This is an optimization exercise on Yosys and OpenROAD, whose aim is small area, not a production implementation.
In this exercise RTL edits were held to simulation tests only and were not proved equivalent to the original.
No activity file was given, so power comes from the tool's default toggle rates. The flow treats the clock pin as an ideal source, which a real chip does not have.

[design/flow/flow/run.sh]
#!/bin/bash
# Standard layout, with the smallest buffer on the ports and larger clock-sink clusters.
set -euo pipefail
export BUFFER_PORTS_ARGS="-buffer_cell sky130_fd_sc_hd__buf_1"
export CTS_ARGS="-sink_clustering_enable -repair_clock_nets -sink_clustering_size 30 -sink_clustering_max_diameter 120 -dont_use_dummy_load"
bash standard.sh > flow_make.log 2>&1
[design/flow/standard.sh]
#!/bin/bash
# synth_recipe.tcl (not shown) runs the flow's synth.tcl, then flattens the netlist and writes it again
# the make line also repeats each setting of config.mk as NAME=value (left out here)
make -C /OpenROAD-flow-scripts/flow DESIGN_CONFIG=/design/flow/config.mk WORK_HOME=/design/flow/orfs CLKGATE_MAP_FILE= SYNTH_SCRIPT=/design/flow/synth_recipe.tcl "${@:-finish}"
[design/flow/config.mk]
export PLATFORM = sky130hd
export DESIGN_NAME = core_top
export DESIGN_NICKNAME = core_top
export VERILOG_FILES = /design/flow/design.v
export SDC_FILE = /design/flow/constraint.sdc
export NUM_CORES = 4
export LEC_CHECK = 0
export CAP_MARGIN = 20
export CORE_MARGIN = 2
export CORE_UTILIZATION = 40
export SLEW_MARGIN = 20
[design/flow/constraint.sdc]
create_clock -name core_clock -period 6.0 [get_ports {clk}]
set_input_delay 1.2000 -clock core_clock [delete_from_list [all_inputs] [get_ports {clk}]]
set_output_delay 1.2000 -clock core_clock [all_outputs]
set_load 0.01 [all_outputs]
[design/flow/design.v]
`default_nettype none
package core_pkg;
    localparam logic [6:0] OP_OP     = 7'b0110011;
    localparam logic [6:0] OP_OPIMM  = 7'b0010011;
    localparam logic [6:0] OP_LUI    = 7'b0110111;
    localparam logic [6:0] OP_LOAD   = 7'b0000011;
    localparam logic [6:0] OP_STORE  = 7'b0100011;
    localparam logic [6:0] OP_BRANCH = 7'b1100011;
endpackage
`default_nettype wire
`default_nettype none
module reg_file
(
    input  logic       clk,
    input  logic       clr_i,     
    input  logic       wen_i,
    input  logic [4:0] wrd_i,
    input  logic       wbit_i,
    input  logic [4:0] rs1_i,
    input  logic [4:0] rs2_i,
    output logic       rs1_bit_o,
    output logic       rs2_bit_o
);
    logic [31:0] tap;
    logic [7:0]  dec_lo;
    logic [3:0]  dec_hi;
    always_comb begin
        for (int i = 0; i < 8; i++) begin
            dec_lo[i] = clr_i | (wen_i && wrd_i[2:0] == 3'(i));
        end
        for (int i = 0; i < 4; i++) begin
            dec_hi[i] = clr_i | (wrd_i[4:3] == 2'(i));
        end
    end
    assign tap[0] = 1'b0;
    genvar r;
    generate
        for (r = 1; r < 32; r++) begin : g_reg
            logic [31:0] q;
            logic        we;
            assign we = dec_lo[r % 8] & dec_hi[r / 8];
            always_ff @(posedge clk) begin
                q <= {we ? wbit_i : q[0], q[31:1]};
            end
            assign tap[r] = q[0];
        end
    endgenerate
    assign rs1_bit_o = tap[rs1_i];
    assign rs2_bit_o = tap[rs2_i];
endmodule
`default_nettype wire
`default_nettype none
module core_top
#(
    parameter logic [31:0] RESET_PC = 32'h0000_0000
) (
    input  logic        clk,
    input  logic        reset_i,
    output logic [31:0] pc_o,
    input  logic [31:0] inst_i,
    output logic        dmem_req_valid_o,
    input  logic        dmem_req_ready_i,
    output logic [64:0] dmem_req_o,
    input  logic [31:0] dmem_rdata_i,
    output logic        retire_valid_o,
    output logic [68:0] retire_o
);
    localparam logic [2:0] S_CLR  = 3'd0;
    localparam logic [2:0] S_EX   = 3'd1;
    localparam logic [2:0] S_MEM  = 3'd2;
    localparam logic [2:0] S_WAIT = 3'd3;
    localparam logic [2:0] S_PCU  = 3'd4;
    logic [2:0]  st_q;
    logic [4:0]  cnt_q;
    logic        c_q;         
    logic        tk_q;        
    logic [4:0]  rd_q;
    logic        wb_q;        
    logic [31:1] pc_q;        
    logic [31:0] addr_q;
    logic [31:0] wdata_q;
    logic        st_clr, st_ex, st_mem, st_wait, st_pcu;
    logic        last;
    logic [6:0]  opc;
    logic [2:0]  f3;
    logic        is_op, is_opimm, is_lui, is_load, is_store, is_br;
    logic        logic_op, sub;
    logic        t1, t2;
    logic        immb;
    logic        a, b;
    logic        cin, sum, cout;
    logic        lres, res;
    logic        tk_acc;
    logic        off, pc_a, pc_sum, pc_cout;
    logic        wbit;
    assign st_clr  = (st_q == S_CLR);
    assign st_ex   = (st_q == S_EX);
    assign st_mem  = (st_q == S_MEM);
    assign st_wait = (st_q == S_WAIT);
    assign st_pcu  = (st_q == S_PCU);
    assign last    = (cnt_q == 5'd31);
    assign opc      = inst_i[6:0];
    assign f3       = inst_i[14:12];
    assign is_op    = (opc == core_pkg::OP_OP);
    assign is_opimm = (opc == core_pkg::OP_OPIMM);
    assign is_lui   = (opc == core_pkg::OP_LUI);
    assign is_load  = (opc == core_pkg::OP_LOAD);
    assign is_store = (opc == core_pkg::OP_STORE);
    assign is_br    = (opc == core_pkg::OP_BRANCH);
    assign logic_op = is_op && (f3 == 3'b100 || f3 == 3'b110 || f3 == 3'b111);
    assign sub      = is_op && inst_i[30] && !logic_op;
    logic sb;
    assign sb = is_store || is_br;
    always_comb begin
        if (cnt_q >= 5'd12) begin
            immb = is_lui ? inst_i[cnt_q] : inst_i[31];
        end else if (is_lui) begin
            immb = 1'b0;
        end else begin
            case (cnt_q[3:0])
                4'd0:    immb = is_store ? inst_i[7] : (is_br ? 1'b0 : inst_i[20]);
                4'd1:    immb = sb ? inst_i[8]  : inst_i[21];
                4'd2:    immb = sb ? inst_i[9]  : inst_i[22];
                4'd3:    immb = sb ? inst_i[10] : inst_i[23];
                4'd4:    immb = sb ? inst_i[11] : inst_i[24];
                4'd5:    immb = inst_i[25];
                4'd6:    immb = inst_i[26];
                4'd7:    immb = inst_i[27];
                4'd8:    immb = inst_i[28];
                4'd9:    immb = inst_i[29];
                4'd10:   immb = inst_i[30];
                default: immb = is_br ? inst_i[7] : inst_i[31];
            endcase
        end
    end
    assign wbit = wdata_q[0] && !st_clr;
    reg_file reg_file_i (
        .clk       (clk),
        .clr_i     (st_clr),
        .wen_i     (st_pcu && wb_q),
        .wrd_i     (rd_q),
        .wbit_i    (wbit),
        .rs1_i     (inst_i[19:15]),
        .rs2_i     (inst_i[24:20]),
        .rs1_bit_o (t1),
        .rs2_bit_o (t2)
    );
    assign a    = t1 && !(is_lui || is_br);
    assign b    = (is_op ? t2 : immb) ^ sub;
    assign cin  = (cnt_q == 5'd0) ? sub : c_q;
    assign sum  = a ^ b ^ cin;
    assign cout = (a & b) | (cin & (a ^ b));
    assign lres = f3[1] ? (f3[0] ? (t1 & t2) : (t1 | t2)) : (t1 ^ t2);
    assign res  = logic_op ? lres : sum;
    assign tk_acc = ((cnt_q == 5'd0) ? 1'b0 : tk_q) | (t1 ^ t2);
    assign off     = tk_q ? addr_q[0] : (cnt_q == 5'd2);
    assign pc_a    = (cnt_q == 5'd0) ? 1'b0 : pc_q[1];
    assign pc_sum  = pc_a ^ off ^ ((cnt_q == 5'd0) ? 1'b0 : c_q);
    assign pc_cout = (pc_a & off) | (((cnt_q == 5'd0) ? 1'b0 : c_q) & (pc_a ^ off));
    always_ff @(posedge clk) begin
        if (reset_i) begin
            st_q  <= S_CLR;
            cnt_q <= 5'd0;
        end else begin
            cnt_q <= cnt_q + 5'd1;
            case (st_q)
                S_CLR:   if (last) st_q <= S_EX;
                S_EX:    if (last) st_q <= (is_load || is_store) ? S_MEM : S_PCU;
                S_MEM:   if (dmem_req_ready_i) st_q <= last ? S_PCU : S_WAIT;
                S_WAIT:  if (last) st_q <= S_PCU;
                S_PCU:   if (last) st_q <= S_EX;
                default: st_q <= S_CLR;
            endcase
        end
    end
    always_ff @(posedge clk) begin
        if (st_ex) begin
            c_q  <= cout;
            tk_q <= last ? (is_br && (tk_acc ^ (f3 == 3'b000))) : tk_acc;
            rd_q <= inst_i[11:7];
            wb_q <= is_op || is_opimm || is_lui || is_load;
        end else if (st_pcu) begin
            c_q <= pc_cout;
        end
    end
    always_ff @(posedge clk) begin
        if (st_clr) begin
            pc_q <= {RESET_PC[cnt_q], pc_q[31:2]};
        end else if (st_pcu && cnt_q != 5'd0) begin
            pc_q <= {pc_sum, pc_q[31:2]};
        end
    end
    always_ff @(posedge clk) begin
        if (!st_mem) begin
            addr_q <= {sum, addr_q[31:1]};
        end
    end
    always_ff @(posedge clk) begin
        if (st_mem && dmem_req_ready_i) begin
            wdata_q <= dmem_rdata_i;
        end else if (!(st_mem || st_wait)) begin
            wdata_q <= {st_pcu ? wdata_q[0] : (is_store ? t2 : res), wdata_q[31:1]};
        end
    end
    assign pc_o             = {pc_q, 1'b0};
    assign dmem_req_valid_o = st_mem;
    assign dmem_req_o       = {addr_q, wdata_q, !wb_q};
    assign retire_valid_o   = st_pcu && (cnt_q == 5'd0);
    assign retire_o         = {pc_q, 1'b0, (wb_q ? rd_q : 5'd0), wdata_q};
endmodule
`default_nettype wire
==> qor.tcl, run 1 <==
set qor(post_synthesis_async_set_or_reset_flop_share_pct) 0
set qor(postCtsResizedCells) 0
set qor(effective_utilization_at_floorplan_pct) 40.58
set qor(mostFrequentLayoutCells) {sky130_fd_sc_hd__dfxtp_1, sky130_fd_sc_hd__buf_1, sky130_fd_sc_hd__edfxtp_1}
set qor(detail_route.iter0.violations) 730
set qor(min-delay-path-class) {register to register}
set qor(vdd.ir_drop.worst_uv) 200.1
set qor(residual_drc) 0
set qor(placeableCoreArea_mm2) 0.06458
set qor(critPathLaunchType) {primary input}
set qor(worstHoldPathCells) 0
set qor(antenna_found_initial) 4
set qor(terminus_of_the_critical_flop_to_flop_path) {wdata_q[31]}
set qor(dieWidth_um) 260.0
set qor(clk_pin_slew_worst_paths_ns) 0.11
set qor(grt_first_pass_wirelength_mm) 58.83
set qor(max_slew_margin_pct) 44.30
set qor(crit-reg2reg-launch) {cnt_q[0]}
set qor(met1_use_gr_pct) 15.33
set qor(post-synth-top-area-cell) {sky130_fd_sc_hd__dfxtp_1}
set qor(dr_wl_cell_um) 15.52
set qor(setup-tns-final_ns) 0
set qor(detailed_place_hpwl_mm) 26.34
set qor(maximum_number_of_pins_on_one_net_before_global_route_repair) 33
set qor(clock_latency_ns) 0.59
set qor(global_route.usage.total_pct) 11.37
set qor(pre_cts_ws_ns) 1.397
set qor(clock_sink_count) 1103
set qor(weighted_congestion_reported_at_the_end_of_routability_driven_placement) 0.8588
set qor(min_period_over_period_pct) 65.66
set qor(timing.critical_path.required_ns) 6.34
set qor(finalInstanceArea_mm2) 0.02867
set qor(flow.area_growth_from_synthesis_pct) 9.391
set qor(power_density_mw_per_mm2) 398.7
set qor(mostFrequentLayoutCell) {sky130_fd_sc_hd__dfxtp_1}
set qor(synth.cell_area_mm2) 0.02621
set qor(rr_worst_depth) 13
set qor(slew_viol_final) 0
set qor(crit_path_end_kind) {register}
set qor(critPathMaxFanout) 11
set qor(synth_area_per_cell_um2) 17.52
set qor(worst_ep_arrival_time_ns) 4.28
set qor(detail_route.wirelength_mm) 39.49
set qor(yosysWarningCount) 2
set qor(synth_seq_cells) 1103
set qor(tightestPinTransition_ns) 0.8354
set qor(vias_per_cell) 4.183
set qor(post-cts-setup-buffers) 0
set qor(design.die.area_mm2) 0.06758
set qor(portBuffers) 232
set qor(fill_cell_total_of_the_finished_layout) 5610
set qor(placement.cell_area_mm2) 0.02761
set qor(synth_ff_type) {sky130_fd_sc_hd__dfxtp_1}
set qor(maxClockFrequency_mhz) 253.8
set qor(core.rowCount) 93
set qor(drive_above_1_share_pct) 5.154
set qor(finalSetupViolCount) 0
set qor(hold_path.startpoint) {reg_file_i.g_reg[4].q[1]}
set qor(dieHeight_um) 260.0
set qor(gr-total-overflow) 0
set qor(layout_net_count) 1766
set qor(final-hold-violation-count) 0
set qor(gr-usage-met3_pct) 3.012
set qor(clock-skew-final_ns) 0.02176
set qor(detailroute.via_count) 10650
set qor(ys_top_cells_by_area) {sky130_fd_sc_hd__dfxtp_1, sky130_fd_sc_hd__edfxtp_1, sky130_fd_sc_hd__mux2_1}
set qor(layer_carrying_the_most_global_route_usage) {met2}
set qor(post-route-worst-setup-slack_ns) 2.060
set qor(edff_count_synth) 103
set qor(grt_pass1_vias) 9999
set qor(h-tree-depth) 2
set qor(route.antenna.remaining_nets) 0
set qor(totalPowerFinal_mw) 11.43
set qor(netlist.area_leader.share_pct) 76.39
set qor(drt-pass1-iter-count) 6
set qor(flop2flop_setup_slack_ns) 2.21
set qor(rsz0062_at_grt) {false}
set qor(ctsRootBufferMaster) {sky130_fd_sc_hd__clkbuf_16}
set qor(core_util_final_pct) 44.39
set qor(final_cells) 2545
set qor(total_cts_buffers) 42
set qor(synth_cell_types) 65
set qor(cts-root-to-sink-buffers) 3
set qor(run_status) {complete, no violations}
set qor(tritoncts) {built}
set qor(hold_slack_ns) 0.3133
set qor(synth_seq_area_share_pct) 88.19
set qor(cellLeakagePower_nw) 11.17
set qor(worst_hold_path_ep) {reg_file_i.g_reg[4].q[0]}
set qor(cts_hold_buf) 0
set qor(min_period_ns) 3.940
set qor(io-pin-count) 235
set qor(max_cap_viol) 0
set qor(crit_type) {primary input to register}
set qor(netlist_instances) 1496
set qor(grt_use_met2_pct) 17.67
set qor(placed_cells_incl_taps) 2501
[routing by layer]
metal / part of all wire [%] / wire length, um
met5: 0.14 / 57
met4: 3.1 / 1218
met3: 5.9 / 2344
met2: 44 / 17470
met1: 47 / 18400
[state kept, by name, summed over array words and instances, names as in the netlist]
register,cells
tk_q,1
cnt_q,5
rd_q,5
wdata_q,32
pc_q,31
addr_q,32
st_q,3
wb_q,1
c_q,1
reg_file_i.g.q,992
[report_power, final]
group	switching, mW	total (mW)	internal [mW]
Combinational	0.281	0.454	0.172
Sequential	0.136	7.76	7.63
Clock	1.95	3.21	1.27
Total	2.36	11.4	9.07
[worst max path at each step]
stage | start | to | slack, ns | cells after the start
6_report | inst_i[20] | wdata_q[31] | 2.06 | 12
5_1_grt | inst_i[20] | wdata_q[31] | 1.78 | 12
4_1_cts | inst_i[20] | wdata_q[31] | 2.06 | 12
3_5_place_dp | inst_i[20] | wdata_q[31] | 1.40 | 12
3_3_place_gp | inst_i[15] | wdata_q[31] | 1.52 | 10
2_1_floorplan | cnt_q[1] | pc_q[10] | 1.84 | 5
[synthesized netlist by cell type, drive strengths merged, types with 2 or more instances]
cell,number
a32oi,2
mux2,64
o22ai,3
fa,2
or3,2
mux2i,9
a221oi,2
ha,7
clkbuf,13
mux4,19
a21o,2
dfxtp,1000
edfxtp,103
and3b,4
and2,8
nor2,19
a22oi,5
and4,2
xnor2,2
nand3,6
nand2b,5
o31ai,3
or2,3
inv,12
buf,74
nor3,7
o21ai,19
nand2,48
a21oi,13
nor2b,9
and3,4
xor2,3
[layout make-up]
class | instances | area (um2) | share of cell area, %
Multi-Input combinational cell | 295 | 2484 | 8.664
Tap cell | 855 | 1070 | 3.732
Sequential cell | 1103 | 23110 | 80.62
Inverter | 12 | 45.04 | 0.1571
Antenna cell | 2 | 5.005 | 0.01746
Timing Repair Buffer | 236 | 900.9 | 3.142
Clock buffer | 42 | 1051 | 3.666
[critical path, stage by stage]
cell                      delay [ns]
sky130_fd_sc_hd__buf_1          0.56
sky130_fd_sc_hd__mux4_2         0.58
sky130_fd_sc_hd__nor4b_1        0.15
sky130_fd_sc_hd__a41oi_1        0.23
sky130_fd_sc_hd__nand4_2        0.22
sky130_fd_sc_hd__xor2_1         0.22
sky130_fd_sc_hd__a22oi_2        0.15
sky130_fd_sc_hd__fa_1           0.47
sky130_fd_sc_hd__mux2i_1        0.18
sky130_fd_sc_hd__o21ai_0        0.12
sky130_fd_sc_hd__o21ai_0        0.09
sky130_fd_sc_hd__o22ai_1        0.09
[cell families after synthesis]
logic type	count (synthesis)	synth area share, %
buffers and inverters	99	2.411
multiplexers	92	4.755
AO/OA/AOI/OAI	63	1.595
flip-flops	1103	88.19
adder cells (fa/ha/maj)	9	0.4870
other	1	0.01431
XOR/XNOR	5	0.1671
AND/OR/NAND/NOR	124	2.378
==> inputs of run 2 (changes only) <==
--- a/design/flow/design.v
+++ b/design/flow/design.v
@@ -74,8 +74,7 @@
     logic [4:0]  cnt_q;
     logic        c_q;         
     logic        tk_q;        
-    logic [4:0]  rd_q;
-    logic        wb_q;        
+    logic [4:0]  rd_q;        
     logic [31:1] pc_q;        
     logic [31:0] addr_q;
     logic [31:0] wdata_q;
@@ -137,7 +136,7 @@
     reg_file reg_file_i (
         .clk       (clk),
         .clr_i     (st_clr),
-        .wen_i     (st_pcu && wb_q),
+        .wen_i     (st_pcu),
         .wrd_i     (rd_q),
         .wbit_i    (wbit),
         .rs1_i     (inst_i[19:15]),
@@ -174,13 +173,12 @@
         end
     end
     always_ff @(posedge clk) begin
+        c_q <= st_pcu ? pc_cout : cout;
+    end
+    always_ff @(posedge clk) begin
         if (st_ex) begin
-            c_q  <= cout;
             tk_q <= last ? (is_br && (tk_acc ^ (f3 == 3'b000))) : tk_acc;
-            rd_q <= inst_i[11:7];
-            wb_q <= is_op || is_opimm || is_lui || is_load;
-        end else if (st_pcu) begin
-            c_q <= pc_cout;
+            rd_q <= (is_op || is_opimm || is_lui || is_load) ? inst_i[11:7] : 5'd0;
         end
     end
     always_ff @(posedge clk) begin
@@ -204,8 +202,8 @@
     end
     assign pc_o             = {pc_q, 1'b0};
     assign dmem_req_valid_o = st_mem;
-    assign dmem_req_o       = {addr_q, wdata_q, !wb_q};
+    assign dmem_req_o       = {addr_q, wdata_q, is_store};
     assign retire_valid_o   = st_pcu && (cnt_q == 5'd0);
-    assign retire_o         = {pc_q, 1'b0, (wb_q ? rd_q : 5'd0), wdata_q};
+    assign retire_o         = {pc_q, 1'b0, rd_q, wdata_q};
 endmodule
 `default_nettype wire
==> qor.tcl, run 2 <==
set qor(run_status) {complete, no violations}
set qor(synth_cell_types) 49 ;# -25%
set qor(edff_count_synth) 101 ;# -1.9%
set qor(critPathMaxFanout) 10 ;# -1
set qor(terminus_of_the_critical_flop_to_flop_path) {wdata_q[31]}
set qor(clk_pin_slew_worst_paths_ns) 0.11 ;# about the same
set qor(mostFrequentLayoutCells) {sky130_fd_sc_hd__dfxtp_1, sky130_fd_sc_hd__buf_1, sky130_fd_sc_hd__edfxtp_1}
set qor(antenna_found_initial) 2 ;# -2
set qor(placeableCoreArea_mm2) 0.06446 ;# -0.18%
set qor(min_period_over_period_pct) 67.54 ;# +1.9 points
set qor(slowest_stage) {sky130_fd_sc_hd__buf_1}
set qor(cts_hold_buf) 0 ;# unchanged
set qor(portBuffers) 232 ;# unchanged
set qor(synth.top_cells.by_count) {sky130_fd_sc_hd__dfxtp_1, sky130_fd_sc_hd__edfxtp_1, sky130_fd_sc_hd__buf_4, sky130_fd_sc_hd__mux2_2, sky130_fd_sc_hd__nand2_1}
set qor(dieWidth_um) 259.4 ;# -0.21%
set qor(register_area_mm2) 0.02307 ;# -0.17%
set qor(tritoncts) {built}
set qor(final_cells) 2532 ;# -0.51%
set qor(max_stage_delay_ns) 0.61 ;# +0.03 ns
set qor(core_util_final_pct) 44.36 ;# about the same
set qor(netlist.area_leader.share_pct) 76.79 ;# +0.40 points
set qor(detail_route.iter0.violations) 602 ;# -18%
set qor(fill_cell_total_of_the_finished_layout) 5663 ;# +0.94%
set qor(clock_sink_count) 1102 ;# -0.091%
set qor(min-delay-path-class) {register to register}
set qor(min_period_ns) 4.053 ;# +0.1129 ns
set qor(finalInstanceArea_mm2) 0.02859 ;# -0.26%
set qor(setup-tns-final_ns) 0 ;# unchanged
set qor(gr-total-overflow) 0 ;# unchanged
set qor(max_cap_viol) 0 ;# unchanged
set qor(clock-skew-final_ns) 0.05361 ;# +0.03185 ns
set qor(totalPowerFinal_mw) 11.32 ;# -0.98%
set qor(ctsRootBufferMaster) {sky130_fd_sc_hd__clkbuf_16}
set qor(route.antenna.remaining_nets) 0 ;# unchanged
set qor(vias_per_cell) 4.181 ;# about the same
set qor(total_cts_buffers) 43 ;# +2.4%
set qor(mostFrequentLayoutCell) {sky130_fd_sc_hd__dfxtp_1}
set qor(postCtsResizedCells) 0 ;# unchanged
set qor(rsz0062_at_grt) {false}
set qor(ys_top_cells_by_area) {sky130_fd_sc_hd__dfxtp_1, sky130_fd_sc_hd__edfxtp_1, sky130_fd_sc_hd__mux2_2}
set qor(grt_first_pass_wirelength_mm) 58.44 ;# -0.66%
set qor(synth_seq_area_share_pct) 88.42 ;# +0.22 points
set qor(cts-root-to-sink-buffers) 3 ;# unchanged
set qor(post-route-worst-setup-slack_ns) 1.947 ;# -0.1129 ns
set qor(layout_net_count) 1751 ;# -0.85%
set qor(detail_route.wirelength_mm) 39.36 ;# -0.34%
set qor(synth.cell_area_mm2) 0.02610 ;# -0.42%
set qor(synth_most_common_cell) {sky130_fd_sc_hd__dfxtp_1}
set qor(synth_ff_type) {sky130_fd_sc_hd__dfxtp_1}
set qor(critPathLaunchType) {primary input}
set qor(detailed_place_hpwl_mm) 26.85 ;# +1.9%
set qor(dieHeight_um) 259.4 ;# -0.21%
set qor(drive_above_1_share_pct) 8.249 ;# +3.1 points
set qor(hold_slack_ns) 0.2616 ;# -0.05171 ns
set qor(effective_utilization_at_floorplan_pct) 40.48 ;# -0.099 points
set qor(crit_path_end_kind) {register}
set qor(synth_seq_cells) 1102 ;# -0.091%
set qor(grt_pass1_vias) 10070 ;# +0.69%
set qor(h-tree-depth) 2 ;# unchanged
set qor(max_slew_margin_pct) 30.28 ;# -14 points
set qor(path_cells) {buf_1, mux4_2, mux4_2, mux2i_1, inv_2, and3_1, fa_1, o21ai_0, o311a_1, o32ai_1}
set qor(maxClockFrequency_mhz) 246.8 ;# -2.8%
set qor(cellLeakagePower_nw) 11.14 ;# -0.25%
set qor(slew_viol_final) 0 ;# unchanged
set qor(area_of_the_multi_input_gates_mm2) 0.002404 ;# -3.2%
set qor(design.die.area_mm2) 0.06730 ;# -0.42%
set qor(flow.area_growth_from_synthesis_pct) 9.575
set qor(placement.cell_area_mm2) 0.02748 ;# -0.49%
set qor(maximum_number_of_pins_on_one_net_before_global_route_repair) 33 ;# unchanged
set qor(yosysWarningCount) 2 ;# unchanged
set qor(tightestPinTransition_ns) 1.046 ;# +0.2103 ns
set qor(vdd.ir_drop.worst_uv) 226.9 ;# +13%
set qor(post-cts-setup-buffers) 0 ;# unchanged
set qor(core.rowCount) 93 ;# unchanged
set qor(cp-startpoint) {inst_i[15]}
set qor(pre_cts_ws_ns) 1.349 ;# -0.04752 ns
set qor(post_synthesis_async_set_or_reset_flop_share_pct) 0 ;# unchanged
set qor(weighted_congestion_reported_at_the_end_of_routability_driven_placement) 0.8788 ;# +2.3%
set qor(crit_end) {wdata_q[31]}
set qor(detailroute.via_count) 10590 ;# -0.57%
set qor(placed_cells_incl_taps) 2484 ;# -0.68%
set qor(rr_worst_depth) 11 ;# -2
set qor(top_regs) {reg_file_i.g.q x992, addr_q x32, wdata_q x32}
set qor(flop2flop_setup_slack_ns) 2.44 ;# +0.23 ns
set qor(power_density_mw_per_mm2) 395.8 ;# -0.73%
set qor(timing.critical_path.mode_cell) {sky130_fd_sc_hd__mux4_2}
set qor(drt-pass1-iter-count) 5 ;# -1
set qor(timing.critical_path.required_ns) 6.40 ;# +0.06 ns
set qor(largest_register) {reg_file_i.g.q}
set qor(crit_type) {primary input to register}
set qor(io-pin-count) 235 ;# unchanged
set qor(dr_wl_cell_um) 15.54 ;# +0.17%
set qor(netlist_instances) 1481 ;# -1.0%
set qor(final-hold-violation-count) 0 ;# unchanged
set qor(crit-reg2reg-launch) {cnt_q[0]}
set qor(post-synth-top-area-cell) {sky130_fd_sc_hd__dfxtp_1}
set qor(worst_ep_arrival_time_ns) 4.45 ;# +0.17 ns
set qor(residual_drc) 0 ;# unchanged
set qor(clock_latency_ns) 0.60 ;# about the same
set qor(finalSetupViolCount) 0 ;# unchanged
set qor(largest_register_ff_count) 992 ;# unchanged
set qor(synth_area_per_cell_um2) 17.62 ;# +0.58%
set qor(global_route.usage.total_pct) 11.40 ;# +0.027 points
## run 2: changes by cell type in the layout (fill, tap and decap cells not counted), moves of 4 or more
cell,before,now
sky130_fd_sc_hd__and2_1,8,3
sky130_fd_sc_hd__a21oi_1,13,21
sky130_fd_sc_hd__mux2_1,48,1
sky130_fd_sc_hd__o21ai_1,8,0
sky130_fd_sc_hd__mux2_2,16,64
sky130_fd_sc_hd__nand3_1,6,2
sky130_fd_sc_hd__and3_1,4,9
sky130_fd_sc_hd__nor2_1,19,24
## run 2: logic make-up after synthesis
kind of cell    after synthesis  share of synthesized area (%)
flops                      1102                          88.42
simple gates                116                          2.148
buf+inv                      99                          2.464
mux                          97                          5.039
compound gates               54                          1.328
fa+ha+maj                     9                         0.4891
xor+xnor                      3                         0.1007
other cells                   1                        0.01437
## run 2: metal layers
metal  vias to the layer above  wire, um  GRT usage (%)
li1                       5125         -              -
met3                        72      2394          2.626
met5                         -        23              0
met2                       313     17440          18.21
met1                      5072     18180          14.96
met4                         4      1325          4.693
## run 2: how the worst min path moves through the flow
stage	startpoint	endpoint	slack, ns	cells past startpoint
finish	reg_file_i.g_reg[23].q[24]	reg_file_i.g_reg[23].q[23]	0.26	0
global route	reg_file_i.g_reg[23].q[24]	reg_file_i.g_reg[23].q[23]	0.26	0
CTS	reg_file_i.g_reg[23].q[24]	reg_file_i.g_reg[23].q[23]	0.27	0
detailed placement	reg_file_i.g_reg[1].q[3]	reg_file_i.g_reg[1].q[2]	0.31	0
global placement	reg_file_i.g_reg[8].q[16]	reg_file_i.g_reg[8].q[15]	0.31	0
floorplan	reg_file_i.g_reg[10].q[1]	reg_file_i.g_reg[10].q[0]	0.31	0
## run 2: cell type report
cell class / instances / share of cell area [%]
sequential: 1102 / 80.69
antenna: 4 / 0.03501
timing repair buffer: 236 / 3.221
inverter: 11 / 0.1444
multi-input combinational: 281 / 8.406
tap: 855 / 3.741
clock buffer: 43 / 3.763
## run 2: power by group
group	leakage, nW	total [mW]	switching, mW	internal, mW
combinational	1.42	0.402	0.242	0.160
sequential	9.19	7.70	0.116	7.59
clock	0.530	3.21	1.92	1.29
total	11.1	11.3	2.28	9.04
## run 2: critical path, delay by kind of cell
family / cells / cell delay, ns
and+or+nand+nor: 1 / 0.17
AOI/OAI and AO/OA: 3 / 0.47
buffers and inverters: 2 / 0.70
adders and majority gates: 1 / 0.56
muxes: 3 / 1.35
==> inputs of run 3 (changes only) <==
==> design/flow/flow/run.sh (replaced) <==
#!/bin/bash
# Standard layout, with the smallest buffer on the ports and a tuned clock tree.
set -euo pipefail
export BUFFER_PORTS_ARGS="-buffer_cell sky130_fd_sc_hd__buf_1"
export CTS_ARGS="-sink_clustering_enable -repair_clock_nets -sink_clustering_size 20 -sink_clustering_max_diameter 80 -buf_list sky130_fd_sc_hd__clkbuf_8 -dont_use_dummy_load"
bash standard.sh > flow_make.log 2>&1
==> qor.tcl, run 3 <==
set qor(run_status) {complete, no violations}
set qor(clock_latency_ns) 0.60 ;# about the same
set qor(synth_ff_type) {sky130_fd_sc_hd__dfxtp_1}
set qor(layout_net_count) 1774 ;# +1.3%
set qor(netlist.area_leader.share_pct) 76.79 ;# unchanged
set qor(pre_cts_ws_ns) 1.349 ;# unchanged
set qor(wl_met3_mm) 2.415 ;# +0.88%
set qor(crit-reg2reg-launch) {cnt_q[0]}
set qor(path_cells) {buf_1, mux4_2, mux4_2, mux2i_1, inv_2, and3_1, fa_1, o21ai_0, o311a_1, o32ai_1}
set qor(cts-root-to-sink-buffers) 3 ;# unchanged
set qor(post-route-worst-setup-slack_ns) 2.021 ;# +0.07369 ns
set qor(drt-pass1-iter-count) 5 ;# unchanged
set qor(residual_drc) 0 ;# unchanged
set qor(yosysWarningCount) 2 ;# unchanged
set qor(flop2flop_setup_slack_ns) 2.43 ;# about the same
set qor(mostFrequentLayoutCell) {sky130_fd_sc_hd__dfxtp_1}
set qor(grt_first_pass_wirelength_mm) 59.19 ;# +1.3%
set qor(clock_sink_count) 1102 ;# unchanged
set qor(worst_hold_path_ep) {reg_file_i.g_reg[3].q[25]}
set qor(h-tree-depth) 3 ;# +1
set qor(drive_above_1_share_pct) 9.493 ;# +1.2 points
set qor(synth_area_per_cell_um2) 17.62 ;# unchanged
set qor(critPathMaxFanout) 10 ;# unchanged
set qor(core_util_final_pct) 44.10 ;# -0.26 points
set qor(final_cells) 2555 ;# +0.91%
set qor(portBuffers) 232 ;# unchanged
set qor(design.die.area_mm2) 0.06730 ;# unchanged
set qor(ctsRootBufferMaster) {sky130_fd_sc_hd__clkbuf_8}
set qor(post_synthesis_async_set_or_reset_flop_share_pct) 0 ;# unchanged
set qor(synth_seq_area_share_pct) 88.42 ;# unchanged
set qor(top_regs) {reg_file_i.g.q x992, addr_q x32, wdata_q x32}
set qor(io-pin-count) 235 ;# unchanged
set qor(dieHeight_um) 259.4 ;# unchanged
set qor(cellLeakagePower_nw) 11.09 ;# -0.50%
set qor(finalSetupViolCount) 0 ;# unchanged
set qor(synth_cell_types) 49 ;# unchanged
set qor(min_period_ns) 3.979 ;# -0.07369 ns
set qor(post-cts-setup-buffers) 0 ;# unchanged
set qor(largest_register_ff_count) 992 ;# unchanged
set qor(min_period_over_period_pct) 66.32 ;# -1.2 points
set qor(final-hold-violation-count) 0 ;# unchanged
set qor(post-synth-top-area-cell) {sky130_fd_sc_hd__dfxtp_1}
set qor(largest_register) {reg_file_i.g.q}
set qor(slew_viol_final) 0 ;# unchanged
set qor(max_stage_delay_ns) 0.60 ;# about the same
set qor(hold_path.startpoint) {reg_file_i.g_reg[3].q[26]}
set qor(total_cts_buffers) 66 ;# +53%
set qor(crit_path_end_kind) {register}
set qor(vdd.ir_drop.worst_uv) 195.4 ;# -14%
set qor(grt_pass1_vias) 10330 ;# +2.6%
set qor(timing.critical_path.mode_cell) {sky130_fd_sc_hd__mux4_2}
set qor(synth_seq_cells) 1102 ;# unchanged
set qor(effective_utilization_at_floorplan_pct) 40.48 ;# unchanged
set qor(antenna_found_initial) 3 ;# +1
set qor(terminus_of_the_critical_flop_to_flop_path) {wdata_q[31]}
set qor(ys_top_cells_by_area) {sky130_fd_sc_hd__dfxtp_1, sky130_fd_sc_hd__edfxtp_1, sky130_fd_sc_hd__mux2_2}
set qor(postCtsResizedCells) 0 ;# unchanged
set qor(totalPowerFinal_mw) 11.03 ;# -2.6%
set qor(detailroute.via_count) 10640 ;# +0.54%
set qor(crit_type) {primary input to register}
set qor(detail_route.iter0.violations) 585 ;# -2.8%
set qor(worst_ep_arrival_time_ns) 4.43 ;# -0.02 ns
set qor(global_route.usage.total_pct) 11.60 ;# +0.20 points
set qor(gr-total-overflow) 0 ;# unchanged
set qor(edff_count_synth) 101 ;# unchanged
set qor(detail_route.wirelength_mm) 39.65 ;# +0.76%
set qor(setup-tns-final_ns) 0 ;# unchanged
set qor(placeableCoreArea_mm2) 0.06446 ;# unchanged
set qor(vias_per_cell) 4.166 ;# -0.37%
set qor(clock-skew-final_ns) 0.06651 ;# +0.01290 ns
set qor(synth_most_common_cell) {sky130_fd_sc_hd__dfxtp_1}
set qor(worstHoldPathCells) 0 ;# unchanged
set qor(maximum_number_of_pins_on_one_net_before_global_route_repair) 33 ;# unchanged
set qor(mostFrequentLayoutCells) {sky130_fd_sc_hd__dfxtp_1, sky130_fd_sc_hd__buf_1, sky130_fd_sc_hd__edfxtp_1}
set qor(cpLargestDelayFamily) {multiplexers}
set qor(power_density_mw_per_mm2) 387.9 ;# -2.0%
set qor(synth.cell_area_mm2) 0.02610 ;# unchanged
set qor(flow.area_growth_from_synthesis_pct) 8.933
set qor(weighted_congestion_reported_at_the_end_of_routability_driven_placement) 0.8788 ;# unchanged
set qor(critPathLaunchType) {primary input}
set qor(topRoutingLayerUsed) {met5}
set qor(tritoncts) {built}
set qor(dieWidth_um) 259.4 ;# unchanged
set qor(max_slew_margin_pct) 29.48 ;# -0.81 points
set qor(crit_buf_inv) 2 ;# unchanged
set qor(placed_cells_incl_taps) 2484 ;# unchanged
set qor(core.rowCount) 93 ;# unchanged
set qor(routedLengthMet1_mm) 18.28 ;# +0.54%
set qor(route.antenna.remaining_nets) 0 ;# unchanged
set qor(tightestPinTransition_ns) 1.058 ;# +0.01209 ns
set qor(maxClockFrequency_mhz) 251.3 ;# +1.9%
set qor(clk_pin_slew_worst_paths_ns) 0.12 ;# about the same
set qor(synth.top_cells.by_count) {sky130_fd_sc_hd__dfxtp_1, sky130_fd_sc_hd__edfxtp_1, sky130_fd_sc_hd__buf_4, sky130_fd_sc_hd__mux2_2, sky130_fd_sc_hd__nand2_1}
set qor(min-delay-path-class) {register to register}
set qor(rsz0062_at_grt) {false}
set qor(dr_wl_cell_um) 15.52 ;# -0.15%
set qor(detailed_place_hpwl_mm) 26.85 ;# unchanged
set qor(netlist_instances) 1481 ;# unchanged
set qor(timing.critical_path.required_ns) 6.45 ;# +0.05 ns
set qor(slowest_stage) {sky130_fd_sc_hd__buf_1}
set qor(rr_worst_depth) 11 ;# unchanged
set qor(cts_hold_buf) 0 ;# unchanged
set qor(met2_length_mm) 17.39 ;# -0.28%
set qor(max_cap_viol) 0 ;# unchanged
run 3: cell counts after synthesis:
Identical to the previous run, type by type.
run 3: routing by layer:
layer / vias up / track usage [%]
met5: - / 0
met4: 4 / 5.140
met3: 99 / 3.251
met2: 338 / 18.13
met1: 5034 / 15.05
li1: 5168 / -
run 3: cell type report:
class                   instances  area [um2]
flip-flops and latches       1102       23070
clock buffers                  66       908.4
diodes                          4       10.01
well taps                     855        1070
inverters                      11       41.29
fillers                      5703       36040
repair buffers                236       920.9
multi-input cells             281        2404
run 3: worst max path at each step:
stage	start	end	depth (start not counted)
after floorplan	inst_i[15]	wdata_q[31]	10
after global placement	inst_i[15]	wdata_q[31]	10
after detailed placement	inst_i[15]	wdata_q[31]	10
after CTS	inst_i[15]	wdata_q[31]	10
after global routing	inst_i[15]	wdata_q[31]	10
final	inst_i[15]	wdata_q[31]	10
run 3: worst register-to-register path: stages, from the launching register on:
cell                        delay [ns]
sky130_fd_sc_hd__dfxtp_1          0.71
sky130_fd_sc_hd__inv_1            0.14
sky130_fd_sc_hd__ha_1             0.38
sky130_fd_sc_hd__a222oi_1         0.45
sky130_fd_sc_hd__mux2i_1          0.13
sky130_fd_sc_hd__a2bb2oi_1        0.22
sky130_fd_sc_hd__a21oi_1          0.11
sky130_fd_sc_hd__o22a_1           0.23
sky130_fd_sc_hd__fa_1             0.53
sky130_fd_sc_hd__o21ai_0          0.09
sky130_fd_sc_hd__o311a_1          0.14
sky130_fd_sc_hd__o32ai_1          0.23
run 3: stage by stage:
step / area [um2] / hold WS (ns)
2_1_floorplan: 26100 / 0.3096
3_3_place_gp: 27480 / 0.3095
3_5_place_dp: 27480 / 0.3121
4_1_cts: 28380 / 0.2474
5_1_grt: 28420 / 0.2401
6_report: 28430 / 0.2490
run 3: kinds of logic (layout without fill, tap and decap cells):
| family | after synthesis | after routing | synth area share (%) |
|---|---|---|---|
| compound gates | 54 | 54 | 1.328 |
| xor+xnor | 3 | 3 | 0.1007 |
| fa+ha+maj | 9 | 9 | 0.4891 |
| buf+inv | 99 | 313 | 2.464 |
| flops | 1102 | 1102 | 88.42 |
| mux | 97 | 97 | 5.039 |
| other cells | 1 | 6 | 0.01437 |
| simple gates | 116 | 116 | 2.148 |
run 3: power breakdown:
part / switching, mW / total, mW / internal, mW / leakage [nW]
Combinational: 0.242 / 0.401 / 0.160 / 1.42
Sequential: 0.117 / 7.70 / 7.59 / 9.19
Clock: 1.92 / 2.92 / 0.999 / 0.475
Total: 2.28 / 11.0 / 8.74 / 11.1
==> inputs of run 4 (changes only) <==
==> design/flow/flow/run.sh (replaced) <==
#!/bin/bash
# Standard layout, with the smallest buffer on the ports and a tuned clock tree.
set -euo pipefail
export BUFFER_PORTS_ARGS="-buffer_cell sky130_fd_sc_hd__buf_1"
export CTS_ARGS="-sink_clustering_enable -repair_clock_nets -sink_clustering_size 12 -sink_clustering_max_diameter 60 -buf_list sky130_fd_sc_hd__clkbuf_4 -root_buf sky130_fd_sc_hd__clkbuf_16 -tree_buf sky130_fd_sc_hd__clkbuf_16 -dont_use_dummy_load"
bash standard.sh > flow_make.log 2>&1
==> qor.tcl, run 4 <==
set qor(design.die.area_mm2) 0.06730 ;# unchanged
set qor(tightestPinTransition_ns) 1.063 ;# +0.004842 ns
set qor(antenna_found_initial) 3 ;# unchanged
set qor(netlist_instances) 1481 ;# unchanged
set qor(route.antenna.remaining_nets) 0 ;# unchanged
set qor(cts-root-to-sink-buffers) 3 ;# unchanged
set qor(synth_ff_type) {sky130_fd_sc_hd__dfxtp_1}
set qor(synth_area_per_cell_um2) 17.62 ;# unchanged
set qor(flow.area_growth_from_synthesis_pct) 8.971 ;# about the same
set qor(met1_use_gr_pct) 14.89 ;# -0.16 points
set qor(netlist.area_leader.share_pct) 76.79 ;# unchanged
set qor(clock_latency_ns) 0.59 ;# about the same
set qor(global_route.usage.total_pct) 11.76 ;# +0.16 points
set qor(synth_seq_area_share_pct) 88.42 ;# unchanged
set qor(clock_sink_count) 1102 ;# unchanged
set qor(critPathLaunchType) {primary input}
set qor(worst_ep_arrival_time_ns) 4.43 ;# about the same
set qor(synth_cell_types) 49 ;# unchanged
set qor(min_period_ns) 4.029 ;# +0.05049 ns
set qor(maxClockFrequency_mhz) 248.2 ;# -1.3%
set qor(portBuffers) 232 ;# unchanged
set qor(top_regs) {reg_file_i.g.q x992, addr_q x32, wdata_q x32}
set qor(detailed_place_hpwl_mm) 26.85 ;# unchanged
set qor(clock-skew-final_ns) 0.03226 ;# -0.03425 ns
set qor(crit_path_end_kind) {register}
set qor(synth.top_cells.by_count) {sky130_fd_sc_hd__dfxtp_1, sky130_fd_sc_hd__edfxtp_1, sky130_fd_sc_hd__buf_4, sky130_fd_sc_hd__mux2_2, sky130_fd_sc_hd__nand2_1}
set qor(h-tree-depth) 3 ;# unchanged
set qor(synth_seq_cells) 1102 ;# unchanged
set qor(slew_viol_final) 0 ;# unchanged
set qor(vias_per_cell) 4.227 ;# +1.5%
set qor(detailroute.via_count) 10940 ;# +2.8%
set qor(finalInstanceArea_mm2) 0.02844 ;# about the same
set qor(tritoncts) {built}
set qor(run_status) {complete, no violations}
set qor(yosysWarningCount) 2 ;# unchanged
set qor(gr-total-overflow) 0 ;# unchanged
set qor(ctsRootBufferMaster) {sky130_fd_sc_hd__clkbuf_16}
set qor(power.clock.fraction_pct) 26.7 ;# +0.2 points
set qor(critPathMaxFanout) 10 ;# unchanged
set qor(edff_count_synth) 101 ;# unchanged
set qor(clk_pin_slew_worst_paths_ns) 0.12 ;# about the same
set qor(area_of_the_multi_input_gates_mm2) 0.002404 ;# unchanged
set qor(placed_cells_incl_taps) 2484 ;# unchanged
set qor(largest_register_ff_count) 992 ;# unchanged
set qor(grt_pass1_vias) 10630 ;# +2.9%
set qor(p_sw_mw) 2.317 ;# +1.6%
set qor(post_synthesis_async_set_or_reset_flop_share_pct) 0 ;# unchanged
set qor(grt_use_met2_pct) 18.53 ;# +0.41 points
set qor(rsz0062_at_grt) {false}
set qor(synth_most_common_cell) {sky130_fd_sc_hd__dfxtp_1}
set qor(combinationalPowerShare_pct) 3.6 ;# about the same
set qor(vdd.ir_drop.worst_uv) 200.7 ;# +2.7%
set qor(ys_top_cells_by_area) {sky130_fd_sc_hd__dfxtp_1, sky130_fd_sc_hd__edfxtp_1, sky130_fd_sc_hd__mux2_2}
set qor(layout_net_count) 1810 ;# +2.0%
set qor(cellLeakagePower_nw) 11.15 ;# +0.58%
set qor(detail_route.wirelength_mm) 40.09 ;# +1.1%
set qor(placeableCoreArea_mm2) 0.06446 ;# unchanged
set qor(crit_type) {primary input to register}
set qor(min-delay-path-class) {register to register}
set qor(effective_utilization_at_floorplan_pct) 40.48 ;# unchanged
set qor(power.sequential.fraction_pct) 69.6 ;# -0.3 points
set qor(grt_first_pass_wirelength_mm) 60.00 ;# +1.4%
set qor(max_stage_delay_ns) 0.60 ;# about the same
set qor(gr-usage-met3_pct) 3.466 ;# +0.21 points
set qor(core.rowCount) 93 ;# unchanged
set qor(finalSetupViolCount) 0 ;# unchanged
set qor(post-cts-setup-buffers) 0 ;# unchanged
set qor(register_area_mm2) 0.02307 ;# unchanged
set qor(synth.cell_area_mm2) 0.02610 ;# unchanged
set qor(drt-pass1-iter-count) 8 ;# +3
set qor(weighted_congestion_reported_at_the_end_of_routability_driven_placement) 0.8788 ;# unchanged
set qor(dieHeight_um) 259.4 ;# unchanged
set qor(postCtsResizedCells) 0 ;# unchanged
set qor(residual_drc) 0 ;# unchanged
set qor(max_cap_viol) 0 ;# unchanged
set qor(switching_share_pct) 20.95 ;# +0.26 points
set qor(maximum_number_of_pins_on_one_net_before_global_route_repair) 33 ;# unchanged
set qor(timing.critical_path.mode_cell) {sky130_fd_sc_hd__mux4_2}
set qor(timing.critical_path.required_ns) 6.40 ;# -0.05 ns
set qor(total_cts_buffers) 102 ;# +55%
set qor(slowest_stage) {sky130_fd_sc_hd__buf_1}
set qor(drive_above_1_share_pct) 11.37 ;# +1.9 points
set qor(detail_route.iter0.violations) 568 ;# -2.9%
set qor(placement.cell_area_mm2) 0.02748 ;# unchanged
set qor(largest_register) {reg_file_i.g.q}
set qor(max_slew_margin_pct) 29.15 ;# -0.32 points
set qor(cts_hold_buf) 0 ;# unchanged
set qor(final_cells) 2589 ;# +1.3%
set qor(post-synth-top-area-cell) {sky130_fd_sc_hd__dfxtp_1}
set qor(setup-tns-final_ns) 0 ;# unchanged
set qor(intPower_mw) 8.743 ;# about the same
set qor(io-pin-count) 235 ;# unchanged
set qor(power_density_mw_per_mm2) 389.0 ;# +0.27%
set qor(layer_carrying_the_most_global_route_usage) {met2}
set qor(min_period_over_period_pct) 67.16 ;# +0.84 points
set qor(dieWidth_um) 259.4 ;# unchanged
set qor(mostFrequentLayoutCells) {sky130_fd_sc_hd__dfxtp_1, sky130_fd_sc_hd__buf_1, sky130_fd_sc_hd__edfxtp_1}
set qor(mostFrequentLayoutCell) {sky130_fd_sc_hd__dfxtp_1}
set qor(fill_cell_total_of_the_finished_layout) 5728 ;# +0.44%
set qor(final-hold-violation-count) 0 ;# unchanged
set qor(core_util_final_pct) 44.11 ;# about the same
set qor(dr_wl_cell_um) 15.48 ;# -0.23%
set qor(path_cells) {buf_1, mux4_2, mux4_2, mux2i_1, inv_2, and3_1, fa_1, o21ai_0, o311a_1, o32ai_1}
run 4: cell counts after synthesis:
Identical to the previous run, type by type.
run 4: metal layers:
layer | part of all wire, % | vias to the layer above | wire (um)
met2 | 44 | 375 | 17760
met5 | 0.075 | - | 30
li1 | - | 5264 | -
met1 | 45 | 5188 | 18090
met4 | 3.7 | 4 | 1503
met3 | 6.8 | 113 | 2707
run 4: critical path: cells and delay by family:
| kind | cells | cell delay [ns] |
|---|---|---|
| buf+inv | 2 | 0.69 |
| simple gates | 1 | 0.17 |
| mux | 3 | 1.34 |
| fa+ha+maj | 1 | 0.56 |
| compound gates | 3 | 0.47 |
run 4: final timing paths:
path                              startpoint                          to  slack, ns  cells past startpoint
hold / removal    reg_file_i.g_reg[27].q[26]  reg_file_i.g_reg[27].q[25]       0.31                      0
setup / recovery                  inst_i[15]                 wdata_q[31]       1.97                     10
hold reg to reg   reg_file_i.g_reg[27].q[26]  reg_file_i.g_reg[27].q[25]       0.31                      0
setup reg to reg                    cnt_q[0]                 wdata_q[31]       2.43                     11
run 4: cell families after synthesis:
kind of cell,after synthesis,share of synthesized area (%)
buffers and inverters,99,2.464
DFF,1102,88.42
adders and majority gates,9,0.4891
muxes,97,5.039
AOI/OAI and AO/OA,54,1.328
other,1,0.01437
and+or+nand+nor,116,2.148
xor gates and xnor gates,3,0.1007
run 4: per-stage QoR:
| stage | hold WS [ns] | setup slack [ns] | total power [mW] |
|---|---|---|---|
| after floorplan | 0.3096 | 2.157 | 8.131 |
| after global placement | 0.3095 | 1.477 | 8.275 |
| after detailed placement | 0.3121 | 1.349 | 8.281 |
| after CTS | 0.3115 | 1.990 | 11.26 |
| after global routing | 0.3201 | 1.846 | 11.58 |
| final | 0.3113 | 1.971 | 11.06 |
run 4: final cells by class:
class | instances | area share [%]
flip-flops and latches | 1102 | 81.14
multi-input cells | 281 | 8.453
well taps | 855 | 3.762
clock buffers | 102 | 3.247
repair buffers | 236 | 3.238
inverters | 11 | 0.1452
diodes | 2 | 0.01760
run 4: power by group through the flow:
| stage | combinational [mW] | clock, mW | sequential, mW |
|---|---|---|---|
| 6_report | 0.402 | 2.96 | 7.70 |
| 5_1_grt | 0.444 | 3.41 | 7.72 |
| 4_1_cts | 0.407 | 3.14 | 7.71 |
| 3_5_place_dp | 0.406 | 0 | 7.87 |
| 3_3_place_gp | 0.411 | 0 | 7.86 |
| 2_1_floorplan | 0.238 | 0 | 7.89 |
==> inputs of run 5 (changes only) <==
==> design/flow/flow/run.sh (replaced) <==
#!/bin/bash
# Standard layout, with the smallest buffer on the ports and a tuned clock tree.
set -euo pipefail
export BUFFER_PORTS_ARGS="-buffer_cell sky130_fd_sc_hd__buf_1"
export CTS_ARGS="-sink_clustering_enable -repair_clock_nets -sink_clustering_size 10 -sink_clustering_max_diameter 60 -buf_list sky130_fd_sc_hd__clkbuf_4 -dont_use_dummy_load"
bash standard.sh > flow_make.log 2>&1
==> qor.tcl, run 5 <==
set qor(critPathMaxFanout) 16 ;# +6
set qor(edff_count_synth) 101 ;# unchanged
set qor(finalInstanceArea_mm2) 0.02844 ;# about the same
set qor(largest_register) {reg_file_i.g.q}
set qor(rr_worst_depth) 11 ;# unchanged
set qor(netlist.area_leader.share_pct) 76.79 ;# unchanged
set qor(yosysWarningCount) 2 ;# unchanged
set qor(design.die.area_mm2) 0.06730 ;# unchanged
set qor(mostFrequentLayoutCells) {sky130_fd_sc_hd__dfxtp_1, sky130_fd_sc_hd__buf_1, sky130_fd_sc_hd__clkbuf_4}
set qor(grt_pass1_vias) 10860 ;# +2.2%
set qor(cts-root-to-sink-buffers) 3 ;# unchanged
set qor(synth_ff_type) {sky130_fd_sc_hd__dfxtp_1}
set qor(worst_hold_path_ep) {reg_file_i.g_reg[5].q[10]}
set qor(slew_viol_final) 0 ;# unchanged
set qor(maxClockFrequency_mhz) 256.8 ;# +3.5%
set qor(ctsRootBufferMaster) {sky130_fd_sc_hd__clkbuf_4}
set qor(largest_register_ff_count) 992 ;# unchanged
set qor(setup-tns-final_ns) 0 ;# unchanged
set qor(drive_above_1_share_pct) 12.34 ;# +0.96 points
set qor(crit_type) {register to output pin}
set qor(vias_per_cell) 4.217 ;# -0.23%
set qor(total_cts_buffers) 121 ;# +19%
set qor(clk_pin_slew_worst_paths_ns) 0.10 ;# -0.02 ns
set qor(terminus_of_the_critical_flop_to_flop_path) {wdata_q[31]}
set qor(post_synthesis_async_set_or_reset_flop_share_pct) 0 ;# unchanged
set qor(drt-pass1-iter-count) 5 ;# -3
set qor(mostFrequentLayoutCell) {sky130_fd_sc_hd__dfxtp_1}
set qor(vdd.ir_drop.worst_uv) 194.8 ;# -2.9%
set qor(tritoncts) {built}
set qor(post-cts-setup-buffers) 0 ;# unchanged
set qor(synth_cell_types) 49 ;# unchanged
set qor(final_cells) 2615 ;# +1.0%
set qor(post-synth-top-area-cell) {sky130_fd_sc_hd__dfxtp_1}
set qor(cellLeakagePower_nw) 11.17 ;# +0.16%
set qor(final-hold-violation-count) 0 ;# unchanged
set qor(layout_net_count) 1829 ;# +1.0%
set qor(min-delay-path-class) {register to register}
set qor(flop2flop_setup_slack_ns) 2.50 ;# +0.07 ns
set qor(hold_slack_ns) 0.2398 ;# -0.07149 ns
set qor(dieHeight_um) 259.4 ;# unchanged
set qor(finalSetupViolCount) 0 ;# unchanged
set qor(h-tree-depth) 3 ;# unchanged
set qor(synth.top_cells.by_count) {sky130_fd_sc_hd__dfxtp_1, sky130_fd_sc_hd__edfxtp_1, sky130_fd_sc_hd__buf_4, sky130_fd_sc_hd__mux2_2, sky130_fd_sc_hd__nand2_1}
set qor(antenna_found_initial) 4 ;# +1
set qor(synth_area_per_cell_um2) 17.62 ;# unchanged
set qor(fill_cell_total_of_the_finished_layout) 5712 ;# -0.28%
set qor(critPathLaunchType) {register}
set qor(min_period_ns) 3.894 ;# -0.1353 ns
set qor(hold_path.startpoint) {reg_file_i.g_reg[5].q[11]}
set qor(weighted_congestion_reported_at_the_end_of_routability_driven_placement) 0.8788 ;# unchanged
set qor(min_period_over_period_pct) 64.90 ;# -2.3 points
set qor(run_status) {complete, no violations}
set qor(detailroute.via_count) 11030 ;# +0.77%
set qor(clock_latency_ns) 0.92 ;# +0.33 ns
set qor(crit_path_end_kind) {output pin}
set qor(synth_seq_area_share_pct) 88.42 ;# unchanged
set qor(timing.critical_path.required_ns) 4.80 ;# -1.60 ns
set qor(ys_top_cells_by_area) {sky130_fd_sc_hd__dfxtp_1, sky130_fd_sc_hd__edfxtp_1, sky130_fd_sc_hd__mux2_2}
set qor(synth_most_common_cell) {sky130_fd_sc_hd__dfxtp_1}
set qor(clock-skew-final_ns) 0.1181 ;# +0.08579 ns
set qor(worst_ep_arrival_time_ns) 2.69 ;# -1.74 ns
set qor(detailed_place_hpwl_mm) 26.85 ;# unchanged
set qor(placement.cell_area_mm2) 0.02748 ;# unchanged
set qor(global_route.usage.total_pct) 11.84 ;# +0.083 points
set qor(grt_first_pass_wirelength_mm) 60.55 ;# +0.92%
set qor(crit-reg2reg-launch) {cnt_q[0]}
set qor(placeableCoreArea_mm2) 0.06446 ;# unchanged
set qor(cts_hold_buf) 0 ;# unchanged
set qor(placed_cells_incl_taps) 2484 ;# unchanged
set qor(clock_sink_count) 1102 ;# unchanged
set qor(flow.area_growth_from_synthesis_pct) 8.981 ;# about the same
set qor(maximum_number_of_pins_on_one_net_before_global_route_repair) 33 ;# unchanged
set qor(detail_route.iter0.violations) 503 ;# -11%
set qor(max_cap_viol) 0 ;# unchanged
set qor(tightestPinTransition_ns) 1.066 ;# +0.003191 ns
set qor(gr-total-overflow) 0 ;# unchanged
set qor(core_util_final_pct) 44.12 ;# about the same
set qor(synth_seq_cells) 1102 ;# unchanged
set qor(effective_utilization_at_floorplan_pct) 40.48 ;# unchanged
set qor(portBuffers) 232 ;# unchanged
set qor(netlist_instances) 1481 ;# unchanged
set qor(power_density_mw_per_mm2) 386.5 ;# -0.64%
set qor(detail_route.wirelength_mm) 40.07 ;# about the same
set qor(io-pin-count) 235 ;# unchanged
set qor(rsz0062_at_grt) {false}
set qor(postCtsResizedCells) 0 ;# unchanged
set qor(worstHoldPathCells) 0 ;# unchanged
set qor(dr_wl_cell_um) 15.32 ;# -1.0%
set qor(dieWidth_um) 259.4 ;# unchanged
set qor(route.antenna.remaining_nets) 0 ;# unchanged
set qor(max_slew_margin_pct) 28.94 ;# -0.21 points
set qor(synth.cell_area_mm2) 0.02610 ;# unchanged
set qor(core.rowCount) 93 ;# unchanged
set qor(top_regs) {reg_file_i.g.q x992, addr_q x32, wdata_q x32}
set qor(residual_drc) 0 ;# unchanged
-- run 5: cell counts after synthesis --
No cell type changed its count.
-- run 5: worst max-delay path by stage --
| stage | from | end | slack (ns) | cells past startpoint |
|---|---|---|---|---|
| finish | cnt_q[2] | retire_valid_o | 2.11 | 4 |
| global route | cnt_q[2] | retire_valid_o | 1.80 | 4 |
| floorplan | inst_i[15] | wdata_q[31] | 2.16 | 10 |
| detailed placement | inst_i[15] | wdata_q[31] | 1.35 | 10 |
| global placement | inst_i[15] | wdata_q[31] | 1.48 | 10 |
| CTS | cnt_q[2] | retire_valid_o | 1.91 | 4 |
-- run 5: logic make-up (layout without fill, tap and decap cells) --
logic type | after synthesis | count (layout) | share of synthesized area (%)
adders and majority gates | 9 | 9 | 0.4891
AOI/OAI and AO/OA | 54 | 54 | 1.328
other | 1 | 11 | 0.01437
DFF | 1102 | 1102 | 88.42
buffers and inverters | 99 | 368 | 2.464
and+or+nand+nor | 116 | 116 | 2.148
xor gates and xnor gates | 3 | 3 | 0.1007
muxes | 97 | 97 | 5.039
-- run 5: critical path: stages, from the launching register on --
cell and delay [ns]:
sky130_fd_sc_hd__dfxtp_1 0.51, sky130_fd_sc_hd__nor3_1 0.53, sky130_fd_sc_hd__nand2_1 0.28, sky130_fd_sc_hd__nor2_1 0.20
sky130_fd_sc_hd__buf_1 0.23
-- run 5: layout make-up --
type | count | area (um2) | area share, %
Multi-Input combinational cell | 281 | 2404 | 8.452
Clock buffer | 121 | 908.4 | 3.194
Timing Repair Buffer | 236 | 920.9 | 3.238
Inverter | 11 | 41.29 | 0.1452
Tap cell | 855 | 1070 | 3.762
Antenna cell | 9 | 22.52 | 0.07919
Sequential cell | 1102 | 23070 | 81.13
-- run 5: per-stage QoR --
step | setup WS [ns] | total power, mW
floorplan | 2.157 | 8.131
global placement | 1.477 | 8.275
detailed placement | 1.349 | 8.281
CTS | 1.907 | 11.19
global route | 1.799 | 11.53
finish | 2.106 | 10.99
-- run 5: report_power, final --
part / switching [mW] / internal (mW) / total (mW)
sequential: 0.115 / 7.58 / 7.70
combinational: 0.242 / 0.160 / 0.402
clock: 1.97 / 0.922 / 2.89
-- run 5: per-layer routing --
layer  vias up  share of wire [%]  wire length (um)  track usage [%]
li1       5335                  -                 -                -
met1      5209                 45             17980            14.90
met2       380                 46             18270            18.90
met3       100                6.5              2606            3.671
met4         4                3.0              1198            4.981
met5         -              0.065                26                0
==> inputs of run 6 (changes only) <==
==> design/flow/flow/run.sh (replaced) <==
#!/bin/bash
# Standard layout, with the smallest buffer on the ports and a tuned clock tree.
set -euo pipefail
export BUFFER_PORTS_ARGS="-buffer_cell sky130_fd_sc_hd__buf_1"
export CTS_ARGS="-sink_clustering_enable -repair_clock_nets -sink_clustering_size 12 -sink_clustering_max_diameter 60 -buf_list sky130_fd_sc_hd__clkbuf_4 -dont_use_dummy_load"
bash standard.sh > flow_make.log 2>&1
==> qor.tcl, run 6 <==
set qor(run_status) {complete, no violations}
set qor(placement.cell_area_mm2) 0.02748 ;# unchanged
set qor(vias_per_cell) 4.222 ;# +0.12%
set qor(area_of_the_multi_input_gates_mm2) 0.002404 ;# unchanged
set qor(synth_cell_types) 49 ;# unchanged
set qor(dr_wl_cell_um) 15.45 ;# +0.82%
set qor(timing.critical_path.required_ns) 4.80 ;# about the same
set qor(max_cap_viol) 0 ;# unchanged
set qor(detailroute.via_count) 10950 ;# -0.73%
set qor(route.antenna.remaining_nets) 0 ;# unchanged
set qor(worst_ep_arrival_time_ns) 2.62 ;# -0.07 ns
set qor(fill_cell_total_of_the_finished_layout) 5745 ;# +0.58%
set qor(netlist_instances) 1481 ;# unchanged
set qor(top_regs) {reg_file_i.g.q x992, addr_q x32, wdata_q x32}
set qor(worst_hold_path_ep) {reg_file_i.g_reg[15].q[7]}
set qor(cp.depth) 5 ;# +1
set qor(placeableCoreArea_mm2) 0.06446 ;# unchanged
set qor(hold_path.startpoint) {reg_file_i.g_reg[15].q[8]}
set qor(ys_top_cells_by_area) {sky130_fd_sc_hd__dfxtp_1, sky130_fd_sc_hd__edfxtp_1, sky130_fd_sc_hd__mux2_2}
set qor(clock_latency_ns) 0.84 ;# -0.08 ns
set qor(layout_net_count) 1810 ;# -1.0%
set qor(edff_count_synth) 101 ;# unchanged
set qor(rsz0062_at_grt) {false}
set qor(cts_hold_buf) 0 ;# unchanged
set qor(io-pin-count) 235 ;# unchanged
set qor(mostFrequentLayoutCell) {sky130_fd_sc_hd__dfxtp_1}
set qor(dieHeight_um) 259.4 ;# unchanged
set qor(slew_viol_final) 0 ;# unchanged
set qor(drive_above_1_share_pct) 11.37 ;# -0.96 points
set qor(path_cells) {inv_1, ha_1, nand2_1, nor2_1, buf_1}
set qor(detailed_place_hpwl_mm) 26.85 ;# unchanged
set qor(grt_use_met2_pct) 18.53 ;# -0.37 points
set qor(cellLeakagePower_nw) 11.08 ;# -0.78%
set qor(cts-root-to-sink-buffers) 3 ;# unchanged
set qor(layer_carrying_the_most_global_route_usage) {met2}
set qor(mostFrequentLayoutCells) {sky130_fd_sc_hd__dfxtp_1, sky130_fd_sc_hd__buf_1, sky130_fd_sc_hd__clkbuf_4}
set qor(synth_seq_cells) 1102 ;# unchanged
set qor(synth_area_per_cell_um2) 17.62 ;# unchanged
set qor(finalInstanceArea_mm2) 0.02829 ;# -0.53%
set qor(synth.cell_area_mm2) 0.02610 ;# unchanged
set qor(detail_route.wirelength_mm) 40.06 ;# about the same
set qor(maximum_number_of_pins_on_one_net_before_global_route_repair) 33 ;# unchanged
set qor(detail_route.iter0.violations) 689 ;# +37%
set qor(switching_share_pct) 21.18 ;# +0.034 points
set qor(flop2flop_setup_slack_ns) 2.39 ;# -0.11 ns
set qor(grt_pass1_vias) 10650 ;# -2.0%
set qor(power.sequential.fraction_pct) 71.2 ;# +1.1 points
set qor(slowest_stage) {sky130_fd_sc_hd__dfxtp_1}
set qor(largest_register_ff_count) 992 ;# unchanged
set qor(gr-usage-met3_pct) 3.447 ;# -0.22 points
set qor(post-synth-top-area-cell) {sky130_fd_sc_hd__dfxtp_1}
set qor(clk_pin_slew_worst_paths_ns) 0.11 ;# about the same
set qor(global_route.usage.total_pct) 11.74 ;# -0.10 points
set qor(dieWidth_um) 259.4 ;# unchanged
set qor(met1_use_gr_pct) 14.91 ;# about the same
set qor(cp-startpoint) {cnt_q[0]}
set qor(crit_type) {register to output pin}
set qor(post-cts-setup-buffers) 0 ;# unchanged
set qor(post_synthesis_async_set_or_reset_flop_share_pct) 0 ;# unchanged
set qor(critPathLaunchType) {register}
set qor(max_stage_delay_ns) 0.52 ;# about the same
set qor(antenna_found_initial) 4 ;# unchanged
set qor(crit_buf_inv) 2 ;# +1
set qor(design.die.area_mm2) 0.06730 ;# unchanged
set qor(power_density_mw_per_mm2) 382.6 ;# -1.0%
set qor(postCtsResizedCells) 0 ;# unchanged
set qor(cpLargestDelayFamily) {flip-flops}
set qor(min_period_over_period_pct) 63.64 ;# -1.3 points
set qor(largest_register) {reg_file_i.g.q}
set qor(netlist.area_leader.share_pct) 76.79 ;# unchanged
set qor(gr-total-overflow) 0 ;# unchanged
set qor(drt-pass1-iter-count) 4 ;# -1
set qor(max_slew_margin_pct) 27.00 ;# -1.9 points
set qor(core.rowCount) 93 ;# unchanged
set qor(grt_first_pass_wirelength_mm) 60.00 ;# -0.91%
set qor(total_cts_buffers) 102 ;# -16%
set qor(clock_sink_count) 1102 ;# unchanged
set qor(yosysWarningCount) 2 ;# unchanged
set qor(weighted_congestion_reported_at_the_end_of_routability_driven_placement) 0.8788 ;# unchanged
set qor(synth_ff_type) {sky130_fd_sc_hd__dfxtp_1}
set qor(effective_utilization_at_floorplan_pct) 40.48 ;# unchanged
set qor(terminus_of_the_critical_flop_to_flop_path) {wdata_q[31]}
set qor(totalPowerFinal_mw) 10.82 ;# -1.5%
set qor(crit_path_end_kind) {output pin}
set qor(clock-skew-final_ns) 0.05778 ;# -0.06027 ns
set qor(synth.top_cells.by_count) {sky130_fd_sc_hd__dfxtp_1, sky130_fd_sc_hd__edfxtp_1, sky130_fd_sc_hd__buf_4, sky130_fd_sc_hd__mux2_2, sky130_fd_sc_hd__nand2_1}
set qor(finalSetupViolCount) 0 ;# unchanged
set qor(register_area_mm2) 0.02307 ;# unchanged
set qor(synth_most_common_cell) {sky130_fd_sc_hd__dfxtp_1}
set qor(rr_worst_depth) 11 ;# unchanged
set qor(final-hold-violation-count) 0 ;# unchanged
set qor(vdd.ir_drop.worst_uv) 200.0 ;# +2.7%
set qor(worstHoldPathCells) 0 ;# unchanged
set qor(h-tree-depth) 3 ;# unchanged
set qor(residual_drc) 0 ;# unchanged
set qor(ctsRootBufferMaster) {sky130_fd_sc_hd__clkbuf_4}
set qor(min_period_ns) 3.819 ;# -0.07544 ns
set qor(synth_seq_area_share_pct) 88.42 ;# unchanged
set qor(flow.area_growth_from_synthesis_pct) 8.405
set qor(crit-reg2reg-launch) {cnt_q[0]}
set qor(tightestPinTransition_ns) 1.095 ;# +0.02916 ns
set qor(maxClockFrequency_mhz) 261.9 ;# +2.0%
set qor(intPower_mw) 8.530 ;# -1.6%
set qor(tritoncts) {built}
set qor(power.clock.fraction_pct) 25.1 ;# -1.2 points
set qor(critPathMaxFanout) 11 ;# -5
set qor(min-delay-path-class) {register to register}
set qor(combinationalPowerShare_pct) 3.7 ;# about the same
set qor(portBuffers) 232 ;# unchanged
set qor(p_sw_mw) 2.292 ;# -1.4%
set qor(setup-tns-final_ns) 0 ;# unchanged
==> run 6: cell counts after synthesis <==
Identical to the previous run, type by type.
==> run 6: area by class of cell <==
class | count | share of cell area, %
Timing Repair Buffer | 236 | 3.255
Multi-Input combinational cell | 281 | 8.497
Inverter | 11 | 0.1460
Tap cell | 855 | 3.782
Sequential cell | 1102 | 81.56
Clock buffer | 102 | 2.707
Antenna cell | 6 | 0.05308
==> run 6: worst reg2reg max path, stage by stage, from the launching register on <==
cell                        delay, ns
sky130_fd_sc_hd__dfxtp_1         0.72
sky130_fd_sc_hd__inv_1           0.15
sky130_fd_sc_hd__ha_1            0.38
sky130_fd_sc_hd__a222oi_1        0.47
sky130_fd_sc_hd__mux2i_1         0.13
sky130_fd_sc_hd__a2bb2oi_1       0.22
sky130_fd_sc_hd__a21oi_1         0.11
sky130_fd_sc_hd__o22a_1          0.23
sky130_fd_sc_hd__fa_1            0.53
sky130_fd_sc_hd__o21ai_0         0.09
sky130_fd_sc_hd__o311a_1         0.14
sky130_fd_sc_hd__o32ai_1         0.24
==> run 6: cells by family after synthesis <==
kind of cell	synth area share, %
AO/OA/AOI/OAI	1.328
adder cells (fa/ha/maj)	0.4891
AND/OR/NAND/NOR	2.148
buffers and inverters	2.464
flip-flops	88.42
XOR/XNOR	0.1007
multiplexers	5.039
other	0.01437
==> run 6: worst max path at each step <==
stage,end
detailed placement,wdata_q[31]
global placement,wdata_q[31]
floorplan,wdata_q[31]
finish,retire_valid_o
CTS,retire_valid_o
global route,retire_valid_o
==> run 6: power by group through the flow <==
| stage | Sequential, mW | Combinational (mW) | Clock (mW) |
|---|---|---|---|
| 3_5_place_dp | 7.87 | 0.406 | 0 |
| 6_report | 7.70 | 0.402 | 2.72 |
| 4_1_cts | 7.71 | 0.407 | 2.90 |
| 2_1_floorplan | 7.89 | 0.238 | 0 |
| 3_3_place_gp | 7.86 | 0.411 | 0 |
| 5_1_grt | 7.72 | 0.444 | 3.17 |
==> run 6: metrics by stage <==
stage | setup WS [ns] | utilization (%) | hold slack, ns | instances
finish | 2.181 | 43.88 | 0.3020 | 2593
global route | 1.873 | 43.87 | 0.2988 | 2590
CTS | 1.975 | 43.81 | 0.2819 | 2586
detailed placement | 1.349 | 42.62 | 0.3121 | 2484
global placement | 1.477 | 42.62 | 0.3095 | 2484
floorplan | 2.157 | - | 0.3096 | 1482
==> run 6: metal layers <==
| metal | part of all wire, % | up-vias | routed length (um) |
|---|---|---|---|
| li1 | - | 5272 | - |
| met1 | 45 | 5180 | 18100 |
| met2 | 45 | 382 | 17830 |
| met3 | 6.6 | 110 | 2648 |
| met4 | 3.7 | 4 | 1465 |
| met5 | 0.057 | - | 23 |
